This is an optimization exercise on Yosys and OpenROAD, whose aim is small area and a short achievable clock period, not a production implementation.
At most, simulation tests tie the RTL to the original design; equivalence was not proved.
Power is estimated from default activity; no workload was simulated.

## run 1
==> flow/design.v <==
module hamwt_locator #(
  parameter int DATA_W    = 8,
  parameter int PKT_BEATS = 128,
  parameter int MAX_ONES  = 31,
  localparam int IDX_W    = $clog2(DATA_W * PKT_BEATS),
  localparam int WT_W     = $clog2(DATA_W * PKT_BEATS + 1)
) (
  input  logic                      clk,
  input  logic                      clear_n,
  input  logic                      pkt_starts,
  input  logic                      data_valid,
  input  logic [DATA_W-1:0]         bin_data,
  output logic [WT_W-1:0]           ham_wt,
  output logic [MAX_ONES*IDX_W-1:0] locn_ones,
  output logic                      loc_ovf,
  output logic                      done,
  output logic                      busy
);
  localparam int BEAT_W = (PKT_BEATS > 1) ? $clog2(PKT_BEATS) : 1;
  localparam int OFF_W  = (DATA_W > 1) ? $clog2(DATA_W) : 1;
  localparam int HI_W   = WT_W - OFF_W;
  localparam int NSLOT  = MAX_ONES;
  logic              busy_q;
  logic [BEAT_W-1:0] beat_q;
  logic [WT_W-1:0]   wt_q;
  logic [IDX_W-1:0]  locs_q [NSLOT];
  logic [WT_W-1:0]   ham_wt_q;
  logic [IDX_W-1:0]  locn_q [NSLOT];
  logic              ovf_q, done_q;
  logic              start, accept, last_beat, fin;
  logic [BEAT_W-1:0] base_beat, beat_inc;
  logic [WT_W-1:0]   wt_d;
  logic              ovf_d;
  logic [OFF_W-1:0]  rot;
  logic [DATA_W-1:0] d;
  logic [DATA_W:0]   cnt_oh;
  logic [DATA_W-1:0] has;
  logic [OFF_W-1:0]  pos [DATA_W];
  logic [DATA_W-1:0] hit;
  logic [OFF_W-1:0]  off [DATA_W];
  logic [NSLOT-1:0]  filled, win, we, ld_new, ld_old;
  logic              hold;
  assign start     = pkt_starts & data_valid;
  assign accept    = data_valid & (start | busy_q);
  assign base_beat = start ? '0 : beat_q;
  assign rot       = start ? '0 : wt_q[OFF_W-1:0];
  assign last_beat = !start && (beat_q == BEAT_W'(PKT_BEATS - 1));
  assign fin       = accept & last_beat;
  always_comb begin
    logic [DATA_W:0] oh;
    for (int p = 0; p < DATA_W; p++) d[p] = bin_data[DATA_W - 1 - p];
    oh = '0;
    oh[0] = 1'b1;
    for (int j = 0; j < DATA_W; j++) pos[j] = '0;
    for (int p = 0; p < DATA_W; p++) begin
      for (int j = 0; j <= p; j++)
        if (d[p] && oh[j]) pos[j] = OFF_W'(p);
      if (d[p]) oh = {oh[DATA_W-1:0], 1'b0};
    end
    cnt_oh = oh;
    for (int j = 0; j < DATA_W; j++) begin
      has[j] = 1'b0;
      for (int n = j + 1; n <= DATA_W; n++) has[j] = has[j] | cnt_oh[n];
    end
  end
  always_comb begin
    for (int r = 0; r < DATA_W; r++) begin
      hit[r] = 1'b0;
      off[r] = '0;
      for (int m = 0; m < DATA_W; m++)
        if (rot == OFF_W'(m)) begin
          hit[r] = has[(r - m + DATA_W) % DATA_W];
          off[r] = pos[(r - m + DATA_W) % DATA_W];
        end
    end
  end
  always_comb begin
    logic [OFF_W-1:0] lo_b, lo_n;
    logic [HI_W-1:0]  hi_q, hi_i;
    logic             cy;
    lo_b = start ? '0 : wt_q[OFF_W-1:0];
    hi_q = wt_q[WT_W-1:OFF_W];
    for (int i = 0; i < HI_W; i++) begin
      logic all_lo;
      all_lo = 1'b1;
      for (int j = 0; j < i; j++) all_lo = all_lo & hi_q[j];
      hi_i[i] = hi_q[i] ^ all_lo;
    end
    lo_n = '0;
    cy   = 1'b0;
    for (int n = 0; n <= DATA_W; n++)
      for (int l = 0; l < DATA_W; l++)
        if (cnt_oh[n] && lo_b == OFF_W'(l)) begin
          lo_n = OFF_W'(l + n);
          cy   = (l + n) >= DATA_W;
        end
    if (start) wt_d = {HI_W'(cy), lo_n};
    else       wt_d = {cy ? hi_i : hi_q, lo_n};
    ovf_d = !start && ((|hi_q[HI_W-1:2]) | (cy & (&hi_q[1:0])));
  end
  always_comb begin
    for (int i = 0; i < BEAT_W; i++) begin
      logic all_lo;
      all_lo = 1'b1;
      for (int j = 0; j < i; j++) all_lo = all_lo & beat_q[j];
      beat_inc[i] = beat_q[i] ^ all_lo;
    end
    if (start) beat_inc = BEAT_W'(1);
  end
  always_comb begin
    logic              sat;
    logic [4:0]        w5;
    sat = |wt_q[WT_W-1:5];
    w5  = wt_q[4:0];
    for (int k = 0; k < NSLOT; k++) begin
      filled[k] = 1'b0;
      win[k]    = 1'b0;
      for (int v = 0; v < 32; v++)
        if (w5 == 5'(v)) begin
          filled[k] = (v > k);
          win[k]    = (v <= k) && (k < v + DATA_W);
        end
      filled[k] = !start && (sat || filled[k]);
      win[k]    = start ? (k < DATA_W) : (busy_q && !sat && win[k]);
      we[k]     = data_valid & win[k] & hit[k % DATA_W];
    end
  end
  always_ff @(posedge clk) begin
    for (int k = 0; k < NSLOT; k++)
      if (we[k]) locs_q[k] <= {base_beat, off[k % DATA_W]};
  end
  always_comb begin
    hold = clear_n & !fin;
    for (int k = 0; k < NSLOT; k++) begin
      ld_new[k] = clear_n & fin & we[k];
      ld_old[k] = clear_n & fin & !we[k] & filled[k];
    end
  end
  always_ff @(posedge clk) begin
    for (int k = 0; k < NSLOT; k++)
      locn_q[k] <= ({IDX_W{ld_new[k]}} & {base_beat, off[k % DATA_W]})
                 | ({IDX_W{ld_old[k]}} & locs_q[k])
                 | ({IDX_W{hold}}      & locn_q[k]);
  end
  always_ff @(posedge clk) begin
    if (accept) begin
      beat_q <= beat_inc;
      wt_q   <= wt_d;
    end
  end
  always_ff @(posedge clk) begin
    if (!clear_n) begin
      busy_q   <= 1'b0;
      ham_wt_q <= '0;
      ovf_q    <= 1'b0;
      done_q   <= 1'b0;
    end else begin
      done_q <= fin;
      if (accept) busy_q <= !last_beat;
      if (fin) begin
        ham_wt_q <= wt_d;
        ovf_q    <= ovf_d;
      end
    end
  end
  always_comb
    for (int k = 0; k < NSLOT; k++) locn_ones[k*IDX_W +: IDX_W] = locn_q[k];
  assign ham_wt  = ham_wt_q;
  assign loc_ovf = ovf_q;
  assign done    = done_q;
  assign busy    = busy_q;
endmodule
==> flow/config.mk <==
export PLATFORM = sky130hd
export DESIGN_NAME = hamwt_locator
export DESIGN_NICKNAME = hamwt_locator
export VERILOG_FILES = /design/flow/design.v
export SDC_FILE = /design/flow/constraint.sdc
export NUM_CORES = 4
export LEC_CHECK = 0
export CAP_MARGIN = 20
export CORE_MARGIN = 2
export CORE_UTILIZATION = 15
export SLEW_MARGIN = 20
==> flow/constraint.sdc <==
create_clock -name core_clock -period 14.0 [get_ports {clk}]
set_input_delay 2.8000 -clock core_clock [delete_from_list [all_inputs] [get_ports {clk}]]
set_output_delay 2.8000 -clock core_clock [all_outputs]
set_load 0.01 [all_outputs]
run.sh (not shown) runs the stock make flow with config.mk's settings and CLKGATE_MAP_FILE= SYNTH_SCRIPT=/design/flow/synth_recipe.tcl, a recipe that flattens the netlist after the stock synthesis.
Modified inputs, run 2 compared to run 1
==> flow/flow/run.sh (new file) <==
#!/bin/bash
# Standard ORFS layout (the standard.sh), with the timing repair steps asked
# for a larger setup margin so that they work on paths the 14 ns clock leaves
# slack on. The clock, I/O constraints and all other settings are the standard flow's.
set -euo pipefail
MARGIN=$(cat flow/margin.txt)
bash standard.sh SETUP_SLACK_MARGIN=$MARGIN finish > orfs_make.log 2>&1
==> flow/flow/margin.txt (new file) <==
9
==> flow/standard.sh (new file) <==
#!/bin/bash
# synth_recipe.tcl (not shown) runs the flow's synth.tcl, then flattens the netlist and writes it again
# the make line also repeats each setting of config.mk as NAME=value (left out here)
make -C /OpenROAD-flow-scripts/flow DESIGN_CONFIG=/design/flow/config.mk WORK_HOME=/design/flow/orfs CLKGATE_MAP_FILE= SYNTH_SCRIPT=/design/flow/synth_recipe.tcl "${@:-finish}"
removed: flow/run.sh
==> run notes <==
- The HPWL after detailed placement of run 2 was superior to that of run 1.
- Run 2 and run 1 ended up with roughly the same height of the chip.
- Post-layout utilization of the core up 3.7 points in run 2 wrt run 1
- Delta (run 2 minus run 1): total power moved up, time the worst path needs with I/O delays and setup moved down.

---

Another version of the RTL of hamwt_locator (not shown whole).
For scale: ~2700 cells after synthesis, ~24000 um2 of cells after synthesis.
Settings: LEC_CHECK=0, ABC_AREA=1, CAP_MARGIN=20, CORE_MARGIN=2, CORE_UTILIZATION=60, CTS_CLUSTER_DIAMETER=80, CTS_CLUSTER_SIZE=30, SLEW_MARGIN=20; clock period 14.0 ns.
standard.sh (not shown) runs the stock make flow with config.mk's settings and CLKGATE_MAP_FILE= SYNTH_SCRIPT=/design/flow/synth_recipe.tcl, a recipe that flattens the netlist after the stock synthesis.
==> flow/flow/run.sh <==
#!/bin/bash
# The standard ORFS layout (standard.sh) with two changes to how the layout
# is made; the clock, I/O constraints and every other setting are the standard flow's:
#  - the timing repair steps aim for the setup margin in flow/margin.txt, so they
#    also work on paths the 14 ns clock leaves slack on;
#  - the port buffers are the plain sky130 buffer named in flow/portbuf.txt.
set -euo pipefail
MARGIN=$(cat flow/margin.txt)
PORTBUF=$(cat flow/portbuf.txt)
bash standard.sh SETUP_SLACK_MARGIN=$MARGIN "BUFFER_PORTS_ARGS=-buffer_cell $PORTBUF" finish > orfs_make.log 2>&1
==> flow/flow/margin.txt <==
9.3
==> flow/flow/portbuf.txt <==
sky130_fd_sc_hd__buf_1
Then changed:
==> flow/flow/margin.txt (replaced) <==
9
The changed run completed with no timing, DRC or antenna violations.
Area after synthesis stays the same.
Count of clock-buffer cells in the layout is unchanged.
Power went down by a few percent.
Synthesized cell count does not change.
Sequential power barely changes.
Sequential cell count does not change.
Global-route usage fell by 1.6 points.
Worst hold slack hardly moves.
Cell area is lower by a few percent.
Setup slack is worse by 0.078 ns.
No run of this note included a check of the RTL's function; only the layout flow was run.

---

== the baseline ==
Another version of the RTL of hamwt_locator (not shown whole).
Size in the first run: about 650 flip-flops, ~340 I/O pins, roughly 25000 µm² of cells after synthesis.
export LEC_CHECK = 0
export ABC_AREA = 1
export CAP_MARGIN = 20
export CORE_MARGIN = 2
export CORE_UTILIZATION = 40
export CTS_CLUSTER_DIAMETER = 80
export CTS_CLUSTER_SIZE = 30
export SLEW_MARGIN = 20
create_clock -name core_clock -period 14.0 [get_ports {clk}]
==> flow/flow/margin.txt <==
9
Scripts as last shown in full above: flow/flow/run.sh, flow/flow/portbuf.txt
### the baseline -> the candidate
==> flow/flow/margin.txt <==
10
Findings:
The candidate completed every stage of the flow, and the final layout passed the timing, DRC and antenna checks.
Between the baseline and the candidate, the HPWL after detailed placement is lower for the candidate.
Delta (the candidate minus the baseline): per-cell via count in the routed design higher; number of nets at the end of the flow has increased.
A endpoint of the most critical setup path of locn_q[11][3] is what the candidate shows, while locn_q[29][0] belongs to the baseline.
No run of this note included a check of the RTL's function; only the layout flow was run.

---

hamwt_locator, a different RTL version from the one above (not shown whole).
Size: about 650 flip-flops, ~340 I/O pins, ~0.024 sq mm of cells after synthesis.
// hamwt_locator
module hamwt_locator #(
  parameter int DATA_W    = 8,
  parameter int PKT_BEATS = 128,
  parameter int MAX_ONES  = 31,
  localparam int IDX_W    = $clog2(DATA_W * PKT_BEATS),
  localparam int WT_W     = $clog2(DATA_W * PKT_BEATS + 1)
) (
  input  logic                      clk,
  input  logic                      clear_n,
  input  logic                      pkt_starts,
  input  logic                      data_valid,
  input  logic [DATA_W-1:0]         bin_data,
  output logic [WT_W-1:0]           ham_wt,
  output logic [MAX_ONES*IDX_W-1:0] locn_ones,
  output logic                      loc_ovf,
  output logic                      done,
  output logic                      busy
);
  localparam int BEAT_W = (PKT_BEATS > 1) ? $clog2(PKT_BEATS) : 1;
  localparam int OFF_W  = (DATA_W > 1) ? $clog2(DATA_W) : 1;
  localparam int HI_W   = WT_W - OFF_W;
  localparam int NSLOT  = MAX_ONES;
  logic              busy_q;
  logic [BEAT_W-1:0] beat_q;
  logic [WT_W-1:0]   wt_q;
  logic [IDX_W-1:0]  locs_q [NSLOT];
  logic [WT_W-1:0]   ham_wt_q;
  logic [IDX_W-1:0]  locn_q [NSLOT];
  logic              ovf_q, done_q;
  logic              start, accept, last_beat, fin;
  logic [BEAT_W-1:0] base_beat, beat_inc;
  logic [WT_W-1:0]   wt_d;
  logic              ovf_d;
  logic [OFF_W-1:0]  rot;
  logic [DATA_W-1:0] d;
  localparam int HALF = DATA_W / 2;
  logic [HALF:0]     hc [2];
  logic [OFF_W-2:0]  hp [2][HALF];
  logic [DATA_W:0]   cnt_oh;
  logic [DATA_W-1:0] has;
  logic [OFF_W-1:0]  pos [DATA_W];
  logic [DATA_W-1:0] hit;
  logic [OFF_W-1:0]  off [DATA_W];
  logic [NSLOT-1:0]  filled, win, we, ld;
  logic [IDX_W-1:0]  locs_d [NSLOT];
  logic [IDX_W-1:0]  nv [DATA_W];
  logic              hold;
  assign start     = pkt_starts & data_valid;
  assign accept    = data_valid & (start | busy_q);
  assign base_beat = start ? '0 : beat_q;
  assign rot       = start ? '0 : wt_q[OFF_W-1:0];
  assign last_beat = !start && (beat_q == BEAT_W'(PKT_BEATS - 1));
  assign fin       = accept & last_beat;
  always_comb begin
    for (int p = 0; p < DATA_W; p++) d[p] = bin_data[DATA_W - 1 - p];
    for (int h = 0; h < 2; h++) begin
      hc[h]  = '0;
  ...
Settings: LEC_CHECK=0, ABC_AREA=1, CAP_MARGIN=20, CORE_MARGIN=2, CORE_UTILIZATION=40, CTS_CLUSTER_DIAMETER=80, CTS_CLUSTER_SIZE=30, SLEW_MARGIN=20; clock period 14.0 ns.
==> flow/flow/margin.txt <==
8
Scripts as last shown in full above: flow/flow/run.sh, flow/flow/portbuf.txt
The starting point went through all stages and came out clean.
Rerun with:
==> flow/flow/margin.txt (replaced) <==
9
After rerunning:
- sequential share of layout area is lower by 5.3 points
- via count is higher by about 5%
- synthesized cell count is unchanged
- flip-flop and latch count stays the same
- global-route usage is higher by 0.98 points
Function was not checked in any run of this note: the RTL went through the layout flow alone.

---

hamwt_locator, a different RTL version from the one above (not shown whole).
Size in the first run: about 2200 cells after synthesis, ~650 flip-flops, about 340 I/O pins, about 0.026 mm² of cells after synthesis.
clock: 14.0 ns
lec_check: 0
cap_margin: 20
core_margin: 2
core_utilization: 40
cts_buf_list: sky130_fd_sc_hd__clkbuf_4 sky130_fd_sc_hd__clkbuf_8
slew_margin: 20
==> flow/flow/margin.txt <==
9
Scripts as last shown in full above: flow/flow/run.sh, flow/flow/portbuf.txt
Next try:
CORE_UTILIZATION = 15   (was 40)
CTS_BUF_LIST = unset   (was sky130_fd_sc_hd__clkbuf_4 sky130_fd_sc_hd__clkbuf_8)
The changed run ran to the end with no violations.
Global-route usage fell by 16 points.
Wire length rose by 18%.
Combinational power went up by 2.8%.
Flip-flop and latch count is unchanged.
First-iteration DRC count fell by 16%.
Design area rises by 4.6%.

---

run a:
hamwt_locator, a different RTL version from the one above (not shown whole).
Size in the first run: roughly 3,200 cells after synthesis, ~340 I/O pins.
==> flow/config.mk <==
export PLATFORM = sky130hd
export DESIGN_NAME = hamwt_locator
export DESIGN_NICKNAME = hamwt_locator
export VERILOG_FILES = /design/flow/design.v
export SDC_FILE = /design/flow/constraint.sdc
export NUM_CORES = 4
export LEC_CHECK = 0
export ABC_AREA = 1
export CAP_MARGIN = 20
export CORE_MARGIN = 2
export CORE_UTILIZATION = 60
export CTS_CLUSTER_DIAMETER = 80
export CTS_CLUSTER_SIZE = 30
export SLEW_MARGIN = 20
==> flow/constraint.sdc <==
create_clock -name core_clock -period 14.0 [get_ports {clk}]
set_input_delay 2.8000 -clock core_clock [delete_from_list [all_inputs] [get_ports {clk}]]
set_output_delay 2.8000 -clock core_clock [all_outputs]
set_load 0.01 [all_outputs]
Scripts as last shown in full above: flow/flow/run.sh, flow/flow/margin.txt, flow/flow/portbuf.txt
The following lists how run b was set up differently from run a:
- changing CORE_UTILIZATION from 60 to 40
Findings:
Quantity of gates resized following cts ended up 34 lower on run b than on run a. Of run a and run b, run a shows the lower area of the core region, with run b above it. STATUS cell area: run b loses against run a. Run b vs run a: switching power up by a little under 10%. sky130_fd_sc_hd__a221oi_2 as the critical-path cell with the highest stage delay was reported by run a, and sky130_fd_sc_hd__nor2_4 by run b. Higher share of power burned in the clock network was reported by run b, not run a. Taking run a as the reference, in run b post-place setup slack now sits at about the same level; via count of the routed design now sits lower; post-route worst setup slack now sits lower.
No functional check of the RTL was part of any run of this note.

==> port drivers added, routing unchanged <==
In the flow no input, the clock included, has a driving cell. The finished layouts below were timed again as built, in two steps. Step 1 (the two cells are an assumption about what drives the block):
set clk [get_ports {clk}]
set_driving_cell -lib_cell sky130_fd_sc_hd__clkbuf_16 $clk
set_driving_cell -lib_cell sky130_fd_sc_hd__buf_2 [delete_from_list [all_inputs] $clk]
Step 2 moves the port delays by t, midway between the first and last clock arrival at a register: inputs arrive t later, outputs are due t later. That takes back most of the time a late clock gives input paths. a / b / c = ideal / step 1 / step 2; a / b = the first two.
| run | shift t [ns] | setup WS [ns] | hold slack, ns | worst setup path after step 2 | slew at the worst register clock pin (ns) |
|---|---|---|---|---|---|
| run 1 | 0.683 | 6.261 / 6.308 / 5.625 | 0.449 / 0.449 / 0.449 | input to register | 0.07 / 0.07 |
| run 2 | 0.698 | 8.250 / 8.263 / 7.565 | 0.454 / 0.454 / 0.454 | input to register | 0.06 / 0.06 |
| the first run of note 2 | 0.677 | 9.040 / 9.042 / 8.364 | 0.458 / 0.458 / 0.458 | input to register | 0.11 / 0.11 |
| the second run of note 2 | 0.657 | 8.962 / 8.969 / 8.312 | 0.459 / 0.459 / 0.459 | input to register | 0.11 / 0.11 |
| the baseline | 0.675 | 7.959 / 7.958 / 7.283 | 0.456 / 0.456 / 0.456 | input to register | 0.11 / 0.11 |
| the candidate | 0.704 | 8.118 / 8.120 / 7.416 | 0.452 / 0.452 / 0.452 | input to register | 0.12 / 0.12 |
| the first run of note 4 | 0.676 | 8.122 / 8.106 / 7.430 | 0.456 / 0.456 / 0.456 | input to register | 0.12 / 0.12 |
| the second run of note 4 | 0.654 | 8.900 / 8.904 / 8.250 | 0.452 / 0.452 / 0.452 | input to register | 0.11 / 0.11 |
| the first run of note 5 | 0.766 | 8.439 / 8.468 / 7.703 | 0.453 / 0.453 / 0.453 | input to register | 0.07 / 0.07 |
| the second run of note 5 | 0.696 | 8.476 / 8.403 / 7.708 | 0.452 / 0.452 / 0.452 | input to register | 0.08 / 0.08 |
| run a | 0.676 | 8.935 / 8.949 / 8.272 | 0.460 / 0.460 / 0.460 | input to register | 0.11 / 0.11 |
| run b | 0.658 | 8.861 / 8.846 / 8.188 | 0.458 / 0.458 / 0.458 | input to register | 0.12 / 0.12 |
After both steps every run listed still meets setup and hold. For the second run of note 5, which loses most, drivers alone change the setup slack by -0.073 ns; drivers and shift together by -0.768 ns.
